Source: an optimization exercise on an open RTL-to-GDS flow (aim: small area). Production flows keep margins and buffers that such runs may drop.
Function was checked by simulation only, so behaviour that the tests miss may differ from the original.
Power and IR drop assume default switching activity. No driver is modelled on the clock port, so clocking that relies on it looks cheaper here than on a real chip.

==> inputs of 04-10 <==
// inst_buffer_top
module inst_buffer_top (
    input  logic         clock,
    input  logic         reset,
    input  logic         flush_i,
    input  logic [259:0] if_packet_i,
    input  logic [1:0]   if_valid_num_i,
    input  logic [1:0]   id_ready_num_i,
    output logic [3:0]   buffer_free_o,
    output logic [259:0] id_packet_o,
    output logic [1:0]   id_valid_num_o
);
==> module inst_buffer, before the edit <==
module inst_buffer #(
    parameter int WAY   = 2,
    parameter int DEPTH = 8,
    parameter int PTR_W = $clog2(DEPTH),
    parameter int NW    = $clog2(WAY + 1),
    parameter int PKT_W = 130
) (
    input  logic                 clock,
    input  logic                 reset,
    input  logic                 flush_i,
    input  logic [WAY*PKT_W-1:0] if_packet_i,
    input  logic [NW-1:0]        if_valid_num_i,
    output logic [PTR_W:0]       buffer_free_o,
    input  logic [NW-1:0]        id_ready_num_i,
    output logic [WAY*PKT_W-1:0] id_packet_o,
    output logic [NW-1:0]        id_valid_num_o
);
    localparam int DW = PKT_W - 1;
    logic       h_odd_q;   
    logic [3:0] h_row_q;   
    logic [2:0] tail_q;    
    logic [3:0] free_q;    
    logic [1:0] vo, dq, enq;
    logic       h_carry;
    always_comb begin
        if (flush_i)             vo = 2'd0;
        else if (free_q[3])      vo = 2'd0;
        else if (free_q == 4'd7) vo = 2'd1;
        else                     vo = 2'd2;
        dq = (id_ready_num_i < vo) ? id_ready_num_i : vo;
        if (flush_i)              enq = 2'd0;
        else if (free_q >= 4'd2)  enq = if_valid_num_i;
        else if (free_q == 4'd1)  enq = (if_valid_num_i != 2'd0) ? 2'd1 : 2'd0;
        else                      enq = 2'd0;
        h_carry = dq[1] | (dq[0] & h_odd_q);
    end
    always_ff @(posedge clock or posedge reset) begin
        if (reset) begin
            h_odd_q <= 1'b0;
            h_row_q <= 4'd1;
            tail_q  <= 3'd0;
            free_q  <= 4'd8;
        end else if (flush_i) begin
            h_odd_q <= 1'b0;
            h_row_q <= 4'd1;
            tail_q  <= 3'd0;
            free_q  <= 4'd8;
        end else begin
            h_odd_q <= h_odd_q ^ dq[0];
            h_row_q <= h_carry ? {h_row_q[2:0], h_row_q[3]} : h_row_q;
            tail_q  <= tail_q + 3'(enq);
            free_q  <= free_q - 4'(enq) + 4'(dq);
        end
    end
    assign id_valid_num_o = vo;
    assign buffer_free_o  = free_q;
    logic [DW-1:0] in0, in1;
    assign in0 = if_packet_i[0 +: DW];
    assign in1 = if_packet_i[PKT_W +: DW];
    logic [DW-1:0] bank0 [4];
    logic [DW-1:0] bank1 [4];
    logic [DW-1:0] wd0, wd1;
    assign wd0 = ~(tail_q[0] ? in1 : in0);
    assign wd1 = ~(tail_q[0] ? in0 : in1);
    logic [7:0] we, t_oh;
    always_comb
        for (int e = 0; e < 8; e++) t_oh[e] = (tail_q == 3'(e));
    assign we = ((enq != 2'd0) ? t_oh : 8'd0)
              | ((enq == 2'd2) ? {t_oh[6:0], t_oh[7]} : 8'd0);
    always_ff @(posedge clock) begin
        for (int r = 0; r < 4; r++) begin
            if (we[2*r])   bank0[r] <= wd0;
            if (we[2*r+1]) bank1[r] <= wd1;
        end
    end
    logic [3:0] s0, s1;
    assign s1 = h_row_q;
    assign s0 = h_odd_q ? {h_row_q[2:0], h_row_q[3]} : h_row_q;
    logic [DW-1:0] x0, x1;
    always_comb begin
        x0 = '0;
        x1 = '0;
        for (int r = 0; r < 4; r++) begin
            x0 = x0 | (bank0[r] & {DW{s0[r]}});
            x1 = x1 | (bank1[r] & {DW{s1[r]}});
        end
    end
    assign id_packet_o[0 +: DW]     = ~(h_odd_q ? x1 : x0);
    assign id_packet_o[PKT_W +: DW] = ~(h_odd_q ? x0 : x1);
    assign id_packet_o[DW]          = (vo != 2'd0);
    assign id_packet_o[PKT_W + DW]  = (vo == 2'd2);
endmodule
==> flow/config.mk <==
export PLATFORM = sky130hd
export DESIGN_NAME = inst_buffer_top
export DESIGN_NICKNAME = inst_buffer_top
export VERILOG_FILES = /design/flow/design.v
export SDC_FILE = /design/flow/constraint.sdc
export NUM_CORES = 4
export LEC_CHECK = 0
export CAP_MARGIN = 20
export CORE_MARGIN = 2
export CORE_UTILIZATION = 70
export SLEW_MARGIN = 20
==> flow/constraint.sdc <==
create_clock -name core_clock -period 6.0 [get_ports {clock}]
set_input_delay 1.2000 -clock core_clock [delete_from_list [all_inputs] [get_ports {clock}]]
set_output_delay 1.2000 -clock core_clock [all_outputs]
set_load 0.01 [all_outputs]
standard.sh (not shown) runs the stock make flow with config.mk's settings and CLKGATE_MAP_FILE= SYNTH_SCRIPT=/design/flow/synth_recipe.tcl, a recipe that flattens the netlist after the stock synthesis.
==> flow/flow/run.sh <==
#!/bin/bash
# Standard layout (the standard.sh, including its synthesis script),
# with these changes:
#  - ABC maps the logic with flow/abc_map.script, ORFS's speed script
#    without its buffering and sizing passes (the 6 ns clock leaves plenty
#    of slack); ORFS's scripts are copied to ./scripts with only that file
#    replaced, and SCRIPTS_DIR points there;
#  - the port buffers are made from the smallest buffer cell, buf_1;
#  - placement-time buffering (timing-driven global placement and
#    repair_design) may not use the large buffers and inverters listed in
#    small_buffers.tcl, so fanout trees are built from buf_2/buf_4;
#  - clock tree synthesis clusters up to 30 sinks per leaf buffer and
#    inserts no dummy loads.
set -e
here=$(pwd)
rm -rf scripts
cp -r "$FLOW_HOME/scripts" scripts
cp flow/abc_map.script scripts/abc_speed.script
export SCRIPTS_DIR=$here/scripts
export BUFFER_PORTS_ARGS="-buffer_cell sky130_fd_sc_hd__buf_1"
export PRE_GLOBAL_PLACE_TCL=$here/flow/small_buffers.tcl
export PRE_RESIZE_TCL=$here/flow/small_buffers.tcl
export CTS_ARGS="-sink_clustering_enable -repair_clock_nets -dont_use_dummy_load -sink_clustering_size 30 -sink_clustering_max_diameter 100"
bash standard.sh > standard.log 2>&1
==> flow/flow/abc_map.script <==
&get -n
&st
&syn2
&dch
&nf
&put
==> flow/flow/small_buffers.tcl <==
set_dont_use {sky130_fd_sc_hd__buf_6 sky130_fd_sc_hd__buf_8 sky130_fd_sc_hd__buf_12 sky130_fd_sc_hd__buf_16 sky130_fd_sc_hd__bufbuf_8 sky130_fd_sc_hd__bufbuf_16 sky130_fd_sc_hd__clkbuf_8 sky130_fd_sc_hd__clkbuf_16 sky130_fd_sc_hd__bufinv_8 sky130_fd_sc_hd__bufinv_16 sky130_fd_sc_hd__inv_8 sky130_fd_sc_hd__inv_12 sky130_fd_sc_hd__inv_16 sky130_fd_sc_hd__clkinv_8 sky130_fd_sc_hd__clkinv_16 sky130_fd_sc_hd__clkdlybuf4s*}
==> inputs of 11-26, as changes to 04-10 <==
==> flow/design.v (replaced) <==
module inst_buffer #(
    parameter int WAY   = 2,
    parameter int DEPTH = 8,
    parameter int PTR_W = $clog2(DEPTH),
    parameter int NW    = $clog2(WAY + 1),
    parameter int PKT_W = 130
) (
    input  logic                 clock,
    input  logic                 reset,
    input  logic                 flush_i,
    input  logic [WAY*PKT_W-1:0] if_packet_i,
    input  logic [NW-1:0]        if_valid_num_i,
    output logic [PTR_W:0]       buffer_free_o,
    input  logic [NW-1:0]        id_ready_num_i,
    output logic [WAY*PKT_W-1:0] id_packet_o,
    output logic [NW-1:0]        id_valid_num_o
);
    localparam int DW = PKT_W - 1;
    logic [7:0] head_q;    
    logic [7:0] tail_q;    
    logic [3:0] cnt_q;
    logic [1:0] vo, dq, enq;
    always_comb begin
        if (flush_i)            vo = 2'd0;
        else if (cnt_q >= 4'd2) vo = 2'd2;
        else                    vo = cnt_q[1:0];
        dq = (id_ready_num_i < vo) ? id_ready_num_i : vo;
        if (flush_i)            enq = 2'd0;
        else if (cnt_q <= 4'd6) enq = if_valid_num_i;
        else if (cnt_q == 4'd7) enq = (if_valid_num_i != 2'd0) ? 2'd1 : 2'd0;
        else                    enq = 2'd0;
    end
    function automatic logic [7:0] rot(input logic [7:0] v, input logic [1:0] n);
        case (n)
            2'd1:    rot = {v[6:0], v[7]};
            2'd2:    rot = {v[5:0], v[7:6]};
            default: rot = v;
        endcase
    endfunction
    always_ff @(posedge clock or posedge reset) begin
        if (reset) begin
            head_q <= 8'd1;
            tail_q <= 8'd1;
            cnt_q  <= '0;
        end else if (flush_i) begin
            head_q <= 8'd1;
            tail_q <= 8'd1;
            cnt_q  <= '0;
        end else begin
            head_q <= rot(head_q, dq);
            tail_q <= rot(tail_q, enq);
            cnt_q  <= cnt_q + 4'(enq) - 4'(dq);
        end
    end
    assign id_valid_num_o = vo;
    assign buffer_free_o  = 4'd8 - cnt_q;
    logic [DW-1:0] in0, in1;
    assign in0 = if_packet_i[0 +: DW];
    assign in1 = if_packet_i[PKT_W +: DW];
    logic [DW-1:0] bank0 [4];
    logic [DW-1:0] bank1 [4];
    logic [DW-1:0] wd0, wd1;
    logic          t_odd, h_odd;
    assign t_odd = tail_q[1] | tail_q[3] | tail_q[5] | tail_q[7];
    assign h_odd = head_q[1] | head_q[3] | head_q[5] | head_q[7];
    assign wd0 = ~(t_odd ? in1 : in0);
    assign wd1 = ~(t_odd ? in0 : in1);
    logic [7:0] we;
    assign we = ((enq != 2'd0) ? tail_q : 8'd0)
              | ((enq == 2'd2) ? {tail_q[6:0], tail_q[7]} : 8'd0);
    always_ff @(posedge clock) begin
        for (int r = 0; r < 4; r++) begin
            if (we[2*r])   bank0[r] <= wd0;
            if (we[2*r+1]) bank1[r] <= wd1;
        end
    end
    logic [3:0] s0, s1;
    always_comb begin
        for (int r = 0; r < 4; r++) begin
            s0[r] = head_q[2*r] | head_q[(2*r+7)%8];
            s1[r] = head_q[2*r] | head_q[2*r+1];
        end
    end
    logic [DW-1:0] x0, x1;
    always_comb begin
        x0 = '0;
        x1 = '0;
        for (int r = 0; r < 4; r++) begin
            x0 = x0 | (bank0[r] & {DW{s0[r]}});
            x1 = x1 | (bank1[r] & {DW{s1[r]}});
        end
    end
    assign id_packet_o[0 +: DW]     = ~(h_odd ? x1 : x0);
    assign id_packet_o[PKT_W +: DW] = ~(h_odd ? x0 : x1);
    assign id_packet_o[DW]          = (vo != 2'd0);
    assign id_packet_o[PKT_W + DW]  = (vo == 2'd2);
endmodule
module inst_buffer_top (
    input  logic         clock,
    input  logic         reset,
    input  logic         flush_i,
    input  logic [259:0] if_packet_i,
    input  logic [1:0]   if_valid_num_i,
    input  logic [1:0]   id_ready_num_i,
    output logic [3:0]   buffer_free_o,
    output logic [259:0] id_packet_o,
    output logic [1:0]   id_valid_num_o
);
    inst_buffer #(.WAY(2), .DEPTH(8)) u_buf (
        .clock          (clock),
        .reset          (reset),
        .flush_i        (flush_i),
        .if_packet_i    (if_packet_i),
        .if_valid_num_i (if_valid_num_i),
        .buffer_free_o  (buffer_free_o),
        .id_ready_num_i (id_ready_num_i),
        .id_packet_o    (id_packet_o),
        .id_valid_num_o (id_valid_num_o)
    );
endmodule
==> flow/flow/run.sh (replaced) <==
#!/bin/bash
# Standard layout, with the port buffers made from the smallest buffer cell.
export BUFFER_PORTS_ARGS="-buffer_cell sky130_fd_sc_hd__buf_1"
bash standard.sh > standard.log 2>&1
Settings changed: CORE_UTILIZATION 70 to 40, CTS_CLUSTER_DIAMETER set to 100, CTS_CLUSTER_SIZE set to 20.
removed: flow/flow/abc_map.script
removed: flow/flow/small_buffers.tcl
==> inputs of 12-28, as changes to 04-10 <==
--- a/flow/design.v
+++ b/flow/design.v
@@ -16,52 +16,55 @@
     output logic [NW-1:0]        id_valid_num_o
 );
     localparam int DW = PKT_W - 1;
-    logic       h_odd_q;   
-    logic [3:0] h_row_q;   
+    logic [7:0] head_q;    
     logic [2:0] tail_q;    
-    logic [3:0] free_q;    
+    logic [3:0] cnt_q;
     logic [1:0] vo, dq, enq;
-    logic       h_carry;
     always_comb begin
-        if (flush_i)             vo = 2'd0;
-        else if (free_q[3])      vo = 2'd0;
-        else if (free_q == 4'd7) vo = 2'd1;
-        else                     vo = 2'd2;
+        if (flush_i)            vo = 2'd0;
+        else if (cnt_q >= 4'd2) vo = 2'd2;
+        else                    vo = cnt_q[1:0];
         dq = (id_ready_num_i < vo) ? id_ready_num_i : vo;
-        if (flush_i)              enq = 2'd0;
-        else if (free_q >= 4'd2)  enq = if_valid_num_i;
-        else if (free_q == 4'd1)  enq = (if_valid_num_i != 2'd0) ? 2'd1 : 2'd0;
-        else                      enq = 2'd0;
-        h_carry = dq[1] | (dq[0] & h_odd_q);
+        if (flush_i)            enq = 2'd0;
+        else if (cnt_q <= 4'd6) enq = if_valid_num_i;
+        else if (cnt_q == 4'd7) enq = (if_valid_num_i != 2'd0) ? 2'd1 : 2'd0;
+        else                    enq = 2'd0;
     end
+    function automatic logic [7:0] rot(input logic [7:0] v, input logic [1:0] n);
+        case (n)
+            2'd1:    rot = {v[6:0], v[7]};
+            2'd2:    rot = {v[5:0], v[7:6]};
+            default: rot = v;
+        endcase
+    endfunction
     always_ff @(posedge clock or posedge reset) begin
         if (reset) begin
-            h_odd_q <= 1'b0;
-            h_row_q <= 4'd1;
-            tail_q  <= 3'd0;
-            free_q  <= 4'd8;
+            head_q <= 8'd1;
+            tail_q <= 3'd0;
+            cnt_q  <= '0;
         end else if (flush_i) begin
-            h_odd_q <= 1'b0;
-            h_row_q <= 4'd1;
-            tail_q  <= 3'd0;
-            free_q  <= 4'd8;
+            head_q <= 8'd1;
+            tail_q <= 3'd0;
+            cnt_q  <= '0;
         end else begin
-            h_odd_q <= h_odd_q ^ dq[0];
-            h_row_q <= h_carry ? {h_row_q[2:0], h_row_q[3]} : h_row_q;
-            tail_q  <= tail_q + 3'(enq);
-            free_q  <= free_q - 4'(enq) + 4'(dq);
+            head_q <= rot(head_q, dq);
+            tail_q <= tail_q + 3'(enq);
+            cnt_q  <= cnt_q + 4'(enq) - 4'(dq);
         end
     end
     assign id_valid_num_o = vo;
-    assign buffer_free_o  = free_q;
+    assign buffer_free_o  = 4'd8 - cnt_q;
     logic [DW-1:0] in0, in1;
     assign in0 = if_packet_i[0 +: DW];
     assign in1 = if_packet_i[PKT_W +: DW];
     logic [DW-1:0] bank0 [4];
     logic [DW-1:0] bank1 [4];
     logic [DW-1:0] wd0, wd1;
-    assign wd0 = ~(tail_q[0] ? in1 : in0);
-    assign wd1 = ~(tail_q[0] ? in0 : in1);
+    logic          t_odd, h_odd;
+    assign t_odd = tail_q[0];
+    assign h_odd = head_q[1] | head_q[3] | head_q[5] | head_q[7];
+    assign wd0 = ~(t_odd ? in1 : in0);
+    assign wd1 = ~(t_odd ? in0 : in1);
     logic [7:0] we, t_oh;
     always_comb
         for (int e = 0; e < 8; e++) t_oh[e] = (tail_q == 3'(e));
@@ -74,8 +77,12 @@
         end
     end
     logic [3:0] s0, s1;
-    assign s1 = h_row_q;
-    assign s0 = h_odd_q ? {h_row_q[2:0], h_row_q[3]} : h_row_q;
+    always_comb begin
+        for (int r = 0; r < 4; r++) begin
+            s0[r] = head_q[2*r] | head_q[(2*r+7)%8];
+            s1[r] = head_q[2*r] | head_q[2*r+1];
+        end
+    end
     logic [DW-1:0] x0, x1;
     always_comb begin
         x0 = '0;
@@ -85,8 +92,8 @@
             x1 = x1 | (bank1[r] & {DW{s1[r]}});
         end
     end
-    assign id_packet_o[0 +: DW]     = ~(h_odd_q ? x1 : x0);
-    assign id_packet_o[PKT_W +: DW] = ~(h_odd_q ? x0 : x1);
+    assign id_packet_o[0 +: DW]     = ~(h_odd ? x1 : x0);
+    assign id_packet_o[PKT_W +: DW] = ~(h_odd ? x0 : x1);
     assign id_packet_o[DW]          = (vo != 2'd0);
     assign id_packet_o[PKT_W + DW]  = (vo == 2'd2);
 endmodule
==> flow/flow/run.sh (replaced) <==
#!/bin/bash
# Standard layout (the standard.sh), with these changes:
#  - the port buffers are made from the smallest buffer cell, buf_1;
#  - placement-time buffering (timing-driven global placement and
#    repair_design) may not use the large buffers and inverters listed in
#    small_buffers.tcl, so fanout trees are built from buf_2/buf_4;
#  - clock tree synthesis clusters up to 30 sinks per leaf buffer and
#    inserts no dummy loads.
here=$(pwd)
export BUFFER_PORTS_ARGS="-buffer_cell sky130_fd_sc_hd__buf_1"
export PRE_GLOBAL_PLACE_TCL=$here/flow/small_buffers.tcl
export PRE_RESIZE_TCL=$here/flow/small_buffers.tcl
export CTS_ARGS="-sink_clustering_enable -repair_clock_nets -dont_use_dummy_load -sink_clustering_size 30 -sink_clustering_max_diameter 100"
bash standard.sh > standard.log 2>&1
removed: flow/flow/abc_map.script
==> comparison table <==
item                                                           11-26                     04-10                   12-28
Outcome                                     timing/DRC/antenna clean  timing/DRC/antenna clean  timing/DRC/antenna clean
Diode count                                                        9                        13                       4
Power Internal                                               14.2 mW                   11.7 mW                 12.5 mW
Wire length after detailed routing                         120000 um                 104000 um               116000 um
Mux cell area share after synthesis                            6.17%                     6.40%                   5.99%
Slew of the pin with the lowest slew margin                  1.06 ns                   1.12 ns                 1.16 ns
Register-to-Register Setup Slack                             2.30 ns                   2.21 ns                 2.13 ns
Critical Path Slowest Stage Cell              sky130_fd_sc_hd__or2_4  sky130_fd_sc_hd__dfrtp_4  sky130_fd_sc_hd__buf_1
Terminus of the critical flop-to-flop path            u_buf.cnt_q[2]        u_buf.bank0[3][34]          u_buf.cnt_q[2]
Power attributed to combinational cells                      9.65 mW                   5.43 mW                 8.17 mW
Switching Power                                              9.19 mW                   6.04 mW                 8.10 mW
Height of the die                                             334 um                    247 um                  252 um
Overall Global Routing Usage                                   20.9%                     33.6%                   35.8%
Wire length of the first global-routing pass               173000 um                 151000 um               168000 um
Number of clock-tree buffers in the layout                        72                        40                      40

==> port drivers added, routing unchanged <==
Ports are ideal in the flow. The routed layouts listed here were re-timed in OpenROAD. Step 1: set_driving_cell puts a clkbuf_16 on clock and a buf_2 on each other input, an assumption about the parent block. Step 2 times the ports against the registers' clock, not the clock port: input delays grow and output delays shrink by t, the midpoint of the rising clock arrivals with the driver on. Three values: ideal, step 1, step 2; two values: the first two.
run | t (ns) | setup slack, ns | hold slack, ns | worst setup path after step 2 | worst data-port slew with drivers (ns)
04-10 | 0.665 | 0.685 / 0.618 / 1.283 | 0.512 / 0.467 / 0.714 | register to output | 0.10
11-26 | 0.734 | 1.303 / 1.234 / 1.908 | 0.576 / 0.576 / 0.576 | input to register | 0.15
12-28 | 0.675 | 1.244 / 1.173 / 1.366 | 0.593 / 0.575 / 0.593 | input to register | 0.15
After both steps every run listed still meets setup and hold.
